Source: an optimization exercise on an open RTL-to-GDS flow (aim: small area and a short achievable clock period). Production flows keep margins and buffers that such runs may drop. RTL that was checked went through simulation tests only; none was proved equivalent to the original. Power figures rest on the tool's default switching activity, not on a simulated workload.

## trial 25
==> module acw_csr_bank, before the edit <==
module acw_csr_bank #(
	parameter int          NUM_REGIONS = 8,
	parameter logic [21:0] BASE_ADDR   = 22'h0
) (
	input  logic                                    clk,
	input  logic                                    rst,
	input  logic                                    cpu_req_i,
	input  logic                                    cpu_write_i,
	input  acw_pkg::addr_t                          cpu_addr_i,
	input  acw_pkg::data_t                          cpu_wdata_i,
	output logic                                    cpu_rsp_valid_o,
	output acw_pkg::data_t                          cpu_rsp_rdata_o,
	output logic                                    cpu_rsp_err_o,
	output logic [NUM_REGIONS-1:0][7:0]             region_cfg_o,
	output logic [NUM_REGIONS/4-1:0]                cfg_vld_o,
	output acw_pkg::region_addr_t [NUM_REGIONS-1:0] region_addr_o,
	output logic [NUM_REGIONS-1:0]                  addr_vld_o,
	input  logic                                    deny_i,
	input  acw_pkg::addr_t                          denied_addr_i,
	input  logic                                    denied_write_i,
	input  logic [1:0]                              state_i,
	output logic                                    go_idle_o,
	output logic                                    irq_o
);
	localparam int NUM_CFG_WORDS = NUM_REGIONS / 4;
	localparam int CFG_BASE      = acw_pkg::NUM_CTRL_REGS;
	localparam int ADDR_BASE     = CFG_BASE + NUM_CFG_WORDS;
	localparam int NUM_MAPPED    = ADDR_BASE + NUM_REGIONS;
	acw_pkg::reg_idx_t idx;
	logic base_hit;
	logic read_only;
	logic req_err;
	logic wr_en;
	logic rd_ok;
	logic [NUM_CFG_WORDS-1:0] cfg_sel;
	logic [NUM_REGIONS-1:0] addr_sel;
	acw_pkg::data_t rdata_d;
	logic [NUM_CFG_WORDS-1:0][31:0] cfg_q;
	logic [NUM_CFG_WORDS-1:0] cfg_vld_q;
	acw_pkg::region_addr_t [NUM_REGIONS-1:0] addr_n_q;
	logic [NUM_REGIONS-1:0] addr_vld_q;
	acw_pkg::addr_t denied_addr_q;
	logic denied_vld_q;
	logic denied_write_q;
	logic intr_state_q;
	logic intr_enable_q;
	logic go_idle_q;
	logic rsp_valid_q;
	logic rsp_err_q;
	acw_pkg::data_t rsp_rdata_q;
	always_comb begin
		idx = cpu_addr_i[9:2];
		base_hit = (cpu_addr_i[31:10] == BASE_ADDR);
		read_only = (idx == acw_pkg::reg_denied_addr) || (idx == acw_pkg::reg_denied_type) ||
			(idx == acw_pkg::reg_state);
		req_err = !base_hit || (cpu_addr_i[1:0] != 2'b00) || (int'(idx) >= NUM_MAPPED) ||
			(cpu_write_i && read_only) || (!cpu_write_i && (idx == acw_pkg::reg_go_idle));
		wr_en = cpu_req_i && cpu_write_i && !req_err;
		rd_ok = !cpu_write_i && !req_err;
		for (int k = 0; k < NUM_CFG_WORDS; k++) begin
			cfg_sel[k] = (int'(idx) == CFG_BASE + k);
		end
		for (int i = 0; i < NUM_REGIONS; i++) begin
			addr_sel[i] = (int'(idx) == ADDR_BASE + i);
		end
	end
	always_comb begin
		rdata_d = '0;
		if (idx == acw_pkg::reg_denied_addr && denied_vld_q) rdata_d = rdata_d | denied_addr_q;
		if (idx == acw_pkg::reg_denied_type) rdata_d[0] = rdata_d[0] | denied_write_q;
		if (idx == acw_pkg::reg_state) rdata_d[1:0] = rdata_d[1:0] | state_i;
		if (idx == acw_pkg::reg_intr_state) rdata_d[31] = rdata_d[31] | intr_state_q;
		if (idx == acw_pkg::reg_intr_enable) rdata_d[31] = rdata_d[31] | intr_enable_q;
		for (int k = 0; k < NUM_CFG_WORDS; k++) begin
			if (cfg_sel[k] && cfg_vld_q[k]) rdata_d = rdata_d | cfg_q[k];
		end
		for (int i = 0; i < NUM_REGIONS; i++) begin
			if (addr_sel[i] && addr_vld_q[i]) rdata_d = rdata_d | ~addr_n_q[i];
		end
		if (!rd_ok) rdata_d = '0;
	end
	always_ff @(posedge clk, negedge rst) begin
		if (!rst) begin
			cfg_vld_q <= '0;
			addr_vld_q <= '0;
			denied_vld_q <= 1'b0;
			denied_write_q <= 1'b0;
			intr_state_q <= 1'b0;
			intr_enable_q <= 1'b0;
			go_idle_q <= 1'b0;
			rsp_valid_q <= 1'b0;
			rsp_err_q <= 1'b0;
		end else begin
			rsp_valid_q <= cpu_req_i;
			rsp_err_q <= cpu_req_i && req_err;
			go_idle_q <= wr_en && (idx == acw_pkg::reg_go_idle);
			if (wr_en) begin
				for (int k = 0; k < NUM_CFG_WORDS; k++) begin
					if (cfg_sel[k]) cfg_vld_q[k] <= 1'b1;
				end
				for (int i = 0; i < NUM_REGIONS; i++) begin
					if (addr_sel[i]) addr_vld_q[i] <= 1'b1;
				end
				if (idx == acw_pkg::reg_intr_enable) begin
					intr_enable_q <= cpu_wdata_i[31];
				end
			end
			if (deny_i) begin
				intr_state_q <= 1'b1;
			end else if (wr_en && (idx == acw_pkg::reg_intr_state)) begin
				intr_state_q <= 1'b0;
			end
			if (deny_i) begin
				denied_vld_q <= 1'b1;
				denied_write_q <= denied_write_i;
			end
		end
	end
	always_ff @(posedge clk) begin
		if (wr_en) begin
			for (int k = 0; k < NUM_CFG_WORDS; k++) begin
				if (cfg_sel[k]) cfg_q[k] <= cpu_wdata_i;
			end
			for (int i = 0; i < NUM_REGIONS; i++) begin
				if (addr_sel[i]) addr_n_q[i] <= ~cpu_wdata_i;
			end
		end
		if (deny_i) begin
			denied_addr_q <= denied_addr_i;
		end
		rsp_rdata_q <= rdata_d;
	end
	assign cpu_rsp_valid_o = rsp_valid_q;
	assign cpu_rsp_rdata_o = rsp_rdata_q;
	assign cpu_rsp_err_o = rsp_err_q;
	for (genvar r = 0; r < NUM_REGIONS; r++) begin : gen_cfg_out
		assign region_cfg_o[r] = cfg_q[r/4][8*(r%4) +: 8];
	end
	assign cfg_vld_o = cfg_vld_q;
	for (genvar r = 0; r < NUM_REGIONS; r++) begin : gen_addr_out
		assign region_addr_o[r] = ~addr_n_q[r];
	end
	assign addr_vld_o = addr_vld_q;
	assign go_idle_o = go_idle_q;
	assign irq_o = intr_state_q & intr_enable_q;
endmodule
==> flow/config.mk <==
export PLATFORM = sky130hd
export DESIGN_NAME = acw_top
export DESIGN_NICKNAME = acw_top
export VERILOG_FILES = /design/flow/design.v
export SDC_FILE = /design/flow/constraint.sdc
export NUM_CORES = 4
export LEC_CHECK = 0
export CAP_MARGIN = 20
export CORE_MARGIN = 2
export CORE_UTILIZATION = 70
export SETUP_SLACK_MARGIN = 3.0
export SLEW_MARGIN = 20
==> flow/constraint.sdc <==
create_clock -name core_clock -period 8.0 [get_ports {clk}]
set_input_delay 1.6000 -clock core_clock [delete_from_list [all_inputs] [get_ports {clk}]]
set_output_delay 1.6000 -clock core_clock [all_outputs]
set_load 0.01 [all_outputs]
standard.sh (not shown) runs the stock make flow with config.mk's settings and CLKGATE_MAP_FILE= SYNTH_SCRIPT=/design/flow/synth_recipe.tcl, a recipe that flattens the netlist after the stock synthesis.
==> flow/flow/run.sh <==
#!/bin/bash
# Standard ORFS layout with three changes: port buffers are the smallest buffer, the clock tree is
# built from mid-size buffers without dummy loads, and the cells in flow/dont_use.txt (the
# platform's own don't-use list plus slow 4-input NOR/OR and 2111 cells) are kept out of
# synthesis and repair. The registers come out of synthesis exactly as in the standard flow.
# Each step's output goes to its own log in this folder (ORFS's own logs are under orfs/logs).
set -euo pipefail
here=$(cd "$(dirname "$0")" && pwd)
dont_use="DONT_USE_CELLS=$(tr '\n' ' ' < "$here/dont_use.txt")"
export BUFFER_PORTS_ARGS="-buffer_cell sky130_fd_sc_hd__buf_1"
export CTS_ARGS="-sink_clustering_enable -repair_clock_nets -dont_use_dummy_load -buf_list {sky130_fd_sc_hd__clkbuf_4 sky130_fd_sc_hd__clkbuf_8} -sink_clustering_size 12 -sink_clustering_max_diameter 50"
bash standard.sh "$dont_use" synth > synth.log 2>&1
bash standard.sh "$dont_use" floorplan > floorplan.log 2>&1
bash standard.sh "$dont_use" place > place.log 2>&1
bash standard.sh "$dont_use" cts > cts.log 2>&1
bash standard.sh "$dont_use" finish > finish.log 2>&1
Other scripts of this flow, unchanged in this note and not shown: flow/flow/dont_use.txt
For build 95, these inputs were changed with respect to trial 25:
--- a/flow/design.v
+++ b/flow/design.v
@@ -64,11 +64,11 @@
 	logic [NUM_CFG_WORDS-1:0] cfg_sel;
 	logic [NUM_REGIONS-1:0] addr_sel;
 	acw_pkg::data_t rdata_d;
 	logic [NUM_CFG_WORDS-1:0][31:0] cfg_q;
 	logic [NUM_CFG_WORDS-1:0] cfg_vld_q;
-	acw_pkg::region_addr_t [NUM_REGIONS-1:0] addr_n_q;
+	acw_pkg::region_addr_t [NUM_REGIONS-1:0] addr_q;
 	logic [NUM_REGIONS-1:0] addr_vld_q;
 	acw_pkg::addr_t denied_addr_q;
 	logic denied_vld_q;
 	logic denied_write_q;
 	logic intr_state_q;
@@ -102,11 +102,11 @@
 		if (idx == acw_pkg::reg_intr_enable) rdata_d[31] = rdata_d[31] | intr_enable_q;
 		for (int k = 0; k < NUM_CFG_WORDS; k++) begin
 			if (cfg_sel[k] && cfg_vld_q[k]) rdata_d = rdata_d | cfg_q[k];
 		end
 		for (int i = 0; i < NUM_REGIONS; i++) begin
-			if (addr_sel[i] && addr_vld_q[i]) rdata_d = rdata_d | ~addr_n_q[i];
+			if (addr_sel[i] && addr_vld_q[i]) rdata_d = rdata_d | addr_q[i];
 		end
 		if (!rd_ok) rdata_d = '0;
 	end
 	always_ff @(posedge clk, negedge rst) begin
 		if (!rst) begin
@@ -149,11 +149,11 @@
 		if (wr_en) begin
 			for (int k = 0; k < NUM_CFG_WORDS; k++) begin
 				if (cfg_sel[k]) cfg_q[k] <= cpu_wdata_i;
 			end
 			for (int i = 0; i < NUM_REGIONS; i++) begin
-				if (addr_sel[i]) addr_n_q[i] <= ~cpu_wdata_i;
+				if (addr_sel[i]) addr_q[i] <= cpu_wdata_i;
 			end
 		end
 		if (deny_i) begin
 			denied_addr_q <= denied_addr_i;
 		end
@@ -164,13 +164,11 @@
 	assign cpu_rsp_err_o = rsp_err_q;
 	for (genvar r = 0; r < NUM_REGIONS; r++) begin : gen_cfg_out
 		assign region_cfg_o[r] = cfg_q[r/4][8*(r%4) +: 8];
 	end
 	assign cfg_vld_o = cfg_vld_q;
-	for (genvar r = 0; r < NUM_REGIONS; r++) begin : gen_addr_out
-		assign region_addr_o[r] = ~addr_n_q[r];
-	end
+	assign region_addr_o = addr_q;
 	assign addr_vld_o = addr_vld_q;
 	assign go_idle_o = go_idle_q;
 	assign irq_o = intr_state_q & intr_enable_q;
 endmodule
 `timescale 1ns/1ps
--- outcome ---
Going from trial 25 to build 95, number of tap cells inserted shows an increase of 1.6%; worst max-slew margin expressed relative to the limit shows an increase of 14 points.
Trial 25 → build 95: cell area after layout rose 630 um2, minimum period implied by the final worst setup slack fell by 290 ps, overall via count from detail_route saw a decrease, worst hold slack went up 9.1 ps, met1 usage in global routing has decreased.
The part of the power in registers of build 95 is lower than that of trial 25.
Build 95 improves on trial 25 in fmax.
Combinational group share of total power in build 95 is 0.5 points lower than in trial 25
Between build 95 and trial 25, it is build 95 whose area of the multi-input gates is higher, by 150 um2.
Summary: with trial 25 as the reference, synthesized cell count in build 95 moved up by a few percent.


Setup of south:
acw_top with an RTL version that a note above also has.
For scale: ~2,300 cells after synthesis, about 400 flip-flops, ~310 I/O pins, about 24,000 µm² of cells after synthesis.
==> module acw_perm_resolve, before the edit <==
module acw_perm_resolve #(
	parameter int NUM_REGIONS = 8
) (
	input  logic [NUM_REGIONS-1:0]      lt_i,
	input  logic [NUM_REGIONS-1:0]      napot_i,
	input  logic [NUM_REGIONS-1:0]      addr_vld_i,
	input  logic                        low_zero_i,
	input  logic [NUM_REGIONS-1:0]      tor_en_i,
	input  logic [NUM_REGIONS-1:0]      napot_en_i,
	input  logic [NUM_REGIONS-1:0]      allow_i,
	output logic                        permit_o
);
	logic [NUM_REGIONS-1:0] below;
	logic [NUM_REGIONS-1:0] hit;
	logic found;
	always_comb begin
		for (int i = 0; i < NUM_REGIONS; i++) begin
			below[i] = addr_vld_i[i] & lt_i[i];
		end
		for (int i = 0; i < NUM_REGIONS; i++) begin
			hit[i] = (tor_en_i[i] & below[i] & ((i == 0) ? 1'b1 : ~below[(i == 0) ? 0 : i-1])) |
				(napot_en_i[i] & (addr_vld_i[i] ? napot_i[i] : low_zero_i));
		end
		found = 1'b0;
		permit_o = 1'b0;
		for (int i = 0; i < NUM_REGIONS; i++) begin
			if (hit[i] && !found) begin
				found = 1'b1;
				permit_o = allow_i[i];
			end
		end
	end
endmodule
Settings: LEC_CHECK=0, CAP_MARGIN=20, CORE_MARGIN=2, CORE_UTILIZATION=40, SETUP_SLACK_MARGIN=3.0, SLEW_MARGIN=20; clock period 8.0 ns.
==> flow/flow/run.sh <==
#!/bin/bash
# Standard ORFS layout, with small port buffers and a clock tree built from mid-size buffers
# without dummy loads. Each tool's output goes to its own log in this folder (and ORFS's own logs
# under orfs/logs).
set -euo pipefail
export BUFFER_PORTS_ARGS="-buffer_cell sky130_fd_sc_hd__buf_1"
export CTS_ARGS="-sink_clustering_enable -repair_clock_nets -dont_use_dummy_load -buf_list {sky130_fd_sc_hd__clkbuf_4 sky130_fd_sc_hd__clkbuf_8}"
bash standard.sh synth > synth.log 2>&1
bash standard.sh floorplan > floorplan.log 2>&1
bash standard.sh place > place.log 2>&1
bash standard.sh cts > cts.log 2>&1
bash standard.sh finish > finish.log 2>&1
Edits applied to the flow inputs when going from south to middle:
--- a/flow/design.v
+++ b/flow/design.v
@@ -205,7 +205,9 @@
 );
 	logic [NUM_REGIONS-1:0] below;
 	logic [NUM_REGIONS-1:0] hit;
-	logic found;
+	logic [NUM_REGIONS-1:0] f1, p1;
+	logic [NUM_REGIONS/2-1:0] f2, p2;
+	logic [NUM_REGIONS/4-1:0] f3, p3;
 	always_comb begin
 		for (int i = 0; i < NUM_REGIONS; i++) begin
 			below[i] = addr_vld_i[i] & lt_i[i];
@@ -214,14 +216,19 @@
 			hit[i] = (tor_en_i[i] & below[i] & ((i == 0) ? 1'b1 : ~below[(i == 0) ? 0 : i-1])) |
 				(napot_en_i[i] & (addr_vld_i[i] ? napot_i[i] : low_zero_i));
 		end
-		found = 1'b0;
-		permit_o = 1'b0;
 		for (int i = 0; i < NUM_REGIONS; i++) begin
-			if (hit[i] && !found) begin
-				found = 1'b1;
-				permit_o = allow_i[i];
-			end
+			f1[i] = hit[i];
+			p1[i] = hit[i] & allow_i[i];
 		end
+		for (int i = 0; i < NUM_REGIONS/2; i++) begin
+			f2[i] = f1[2*i] | f1[2*i+1];
+			p2[i] = p1[2*i] | (~f1[2*i] & p1[2*i+1]);
+		end
+		for (int i = 0; i < NUM_REGIONS/4; i++) begin
+			f3[i] = f2[2*i] | f2[2*i+1];
+			p3[i] = p2[2*i] | (~f2[2*i] & p2[2*i+1]);
+		end
+		permit_o = p3[0] | (~f3[0] & p3[1]);
 	end
 endmodule
 `timescale 1ns/1ps
[summary]
- Die area, south and middle: larger value in south
- Relative to south, the net count after synthesis of middle is lower by 68.
- Run comparison: middle beginning of the critical path host_addr_i[31]; south beginning of the critical path host_addr_i[26]
- Looking at power density over the cells, middle sits above south.
- Compared with south, middle instantiates a smaller number of standard cells.
- Between south and middle, count of clock-buffer cells in the layout increased.
- Summary of middle over south: post-route fraction of the period consumed by the critical path grew by 7.3 points; design area has decreased; power of the combinational group increased by about 4.4% relative to the old numbers.
- Of south and middle, middle shows the higher post-synthesis average cell area, with south below it.
- Status: sequential power parity (middle, south)
- Going from south to middle, detailed-route wire length grew by about 13%, worst setup slack lost 0.59 ns, sequential share of layout area increased 0.46 points.
For middle, only the layout was checked, not whether the RTL still works.


Setup of red:
Another version of the RTL of acw_top (not shown whole).
Size: about 400 flip-flops, ~310 I/O pins.
==> module acw_region_match, before the edit <==
module acw_region_match (
	input  acw_pkg::region_addr_t addr_reg_i,
	input  acw_pkg::addr_t        req_addr_i,
	output logic                  lt_o,
	output logic                  napot_o
);
	acw_pkg::region_addr_t word_addr;
	logic [31:0] ign;
	logic [31:0] bit_ok;
	assign word_addr = {2'b00, req_addr_i[31:2]};
	assign lt_o = word_addr < addr_reg_i;
	always_comb begin
		ign[0] = 1'b1;
		for (int j = 1; j < 32; j++) begin
			ign[j] = ign[j-1] & addr_reg_i[j-1];
		end
	end
	always_comb begin
		for (int j = 0; j < 32; j++) begin
			bit_ok[j] = addr_reg_i[j] ? (word_addr[j] | ign[j]) : (~word_addr[j] | ign[j]);
		end
	end
	assign napot_o = &bit_ok;
endmodule
Settings: LEC_CHECK=0, CAP_MARGIN=20, CORE_MARGIN=2, CORE_UTILIZATION=70, SETUP_SLACK_MARGIN=3.0, SLEW_MARGIN=20; clock period 8.0 ns.
==> flow/flow/run.sh <==
#!/bin/bash
# Standard ORFS layout with three changes: port buffers are the smallest buffer, the clock tree is
# built from mid-size buffers without dummy loads, and the cells in flow/dont_use.txt (the
# platform's own don't-use list plus slow cells with four stacked transistors) are kept out of
# synthesis and repair. The registers come out of synthesis exactly as in the standard flow.
# Each step's output goes to its own log in this folder (ORFS's own logs are under orfs/logs).
set -euo pipefail
here=$(cd "$(dirname "$0")" && pwd)
dont_use="DONT_USE_CELLS=$(tr '\n' ' ' < "$here/dont_use.txt")"
export BUFFER_PORTS_ARGS="-buffer_cell sky130_fd_sc_hd__buf_1"
export CTS_ARGS="-sink_clustering_enable -repair_clock_nets -dont_use_dummy_load -buf_list {sky130_fd_sc_hd__clkbuf_4 sky130_fd_sc_hd__clkbuf_8} -sink_clustering_size 12 -sink_clustering_max_diameter 50"
bash standard.sh "$dont_use" synth > synth.log 2>&1
bash standard.sh "$dont_use" floorplan > floorplan.log 2>&1
bash standard.sh "$dont_use" place > place.log 2>&1
bash standard.sh "$dont_use" cts > cts.log 2>&1
bash standard.sh "$dont_use" finish > finish.log 2>&1
Other scripts of this flow, unchanged in this note and not shown: flow/flow/dont_use.txt
### red -> blue
diff --git a/flow/design.v b/flow/design.v
--- a/flow/design.v
+++ b/flow/design.v
@@ -179,27 +179,21 @@
 	input  acw_pkg::addr_t        req_addr_i,
 	output logic                  lt_o,
 	output logic                  napot_o
 );
 	acw_pkg::region_addr_t word_addr;
 	logic [31:0] ign;
-	logic [31:0] bit_ok;
 	assign word_addr = {2'b00, req_addr_i[31:2]};
 	assign lt_o = word_addr < addr_reg_i;
 	always_comb begin
 		ign[0] = 1'b1;
 		for (int j = 1; j < 32; j++) begin
 			ign[j] = ign[j-1] & addr_reg_i[j-1];
 		end
 	end
-	always_comb begin
-		for (int j = 0; j < 32; j++) begin
-			bit_ok[j] = addr_reg_i[j] ? (word_addr[j] | ign[j]) : (~word_addr[j] | ign[j]);
-		end
-	end
-	assign napot_o = &bit_ok;
+	assign napot_o = &(ign | ~(word_addr ^ addr_reg_i));
 endmodule
 `timescale 1ns/1ps
 module acw_perm_resolve #(
 	parameter int NUM_REGIONS = 8
 ) (
 	input  logic [NUM_REGIONS-1:0]      lt_i,
[summary]
- Detailed route, blue vs red: via total lower for blue
- Compared with red, in blue synthesized-area fraction occupied by ao, oa, aoi and oai cells increased 0.28 points, part of the power in registers moved up.
- red → blue: fmax rose 1.9 MHz, combined area of all synthesized cells higher, portion of netlist area occupied by mux cells -0.18 points.
- Summary — non-clock buffer count, blue relative to red: lower, by 5.
- | fraction of area in multi-input gates | blue vs red | ≈ equal |
- blue vs. red: worst setup slack shows an increase of 74 ps, number of nets still failing antenna checks after routing about even, combinational power saw a decrease.
- Compared with red, blue shows a sum of met3 wire segment lengths after detailed routing that is 4400 um lower.
- Looking only at net count after synthesis, and setting everything else aside, the lower value of red and blue goes to red.

-- static timing again, ports no longer ideal --
No port has a modelled driver above. Below, the same layouts with a new extraction and two added sets of constraints.
Step 1 (the two cells are an assumption about what drives the block):
set clk [get_ports {clk}]
set_driving_cell -lib_cell sky130_fd_sc_hd__clkbuf_16 $clk
set_driving_cell -lib_cell sky130_fd_sc_hd__buf_2 [delete_from_list [all_inputs] $clk]
Step 2 also shifts input and output timing later by t, the mid clock arrival at the registers, as if the neighbouring blocks saw the same clock.
Slacks: no drivers / after step 1 / after step 2; pairs: no drivers / after step 1.
run	t (ns)	slack for setup (ns)	slew at the worst register clock pin (ns)	cell pins on the clock port's net
trial 25	0.643	1.547 / 1.508 / 1.508	0.09 / 0.09	1
build 95	0.665	1.832 / 1.800 / 1.800	0.09 / 0.09	1
south	0.709	1.726 / 1.680 / 1.680	0.07 / 0.07	1
middle	0.714	1.139 / 1.099 / 1.099	0.06 / 0.06	1
red	0.649	1.741 / 1.685 / 1.758	0.09 / 0.09	1
blue	0.678	1.815 / 1.787 / 1.787	0.09 / 0.09	1
After both steps setup and hold are still met in every run listed. The setup slack of south, which loses most, moves by -0.046 ns with the drivers and by -0.046 ns with both steps.
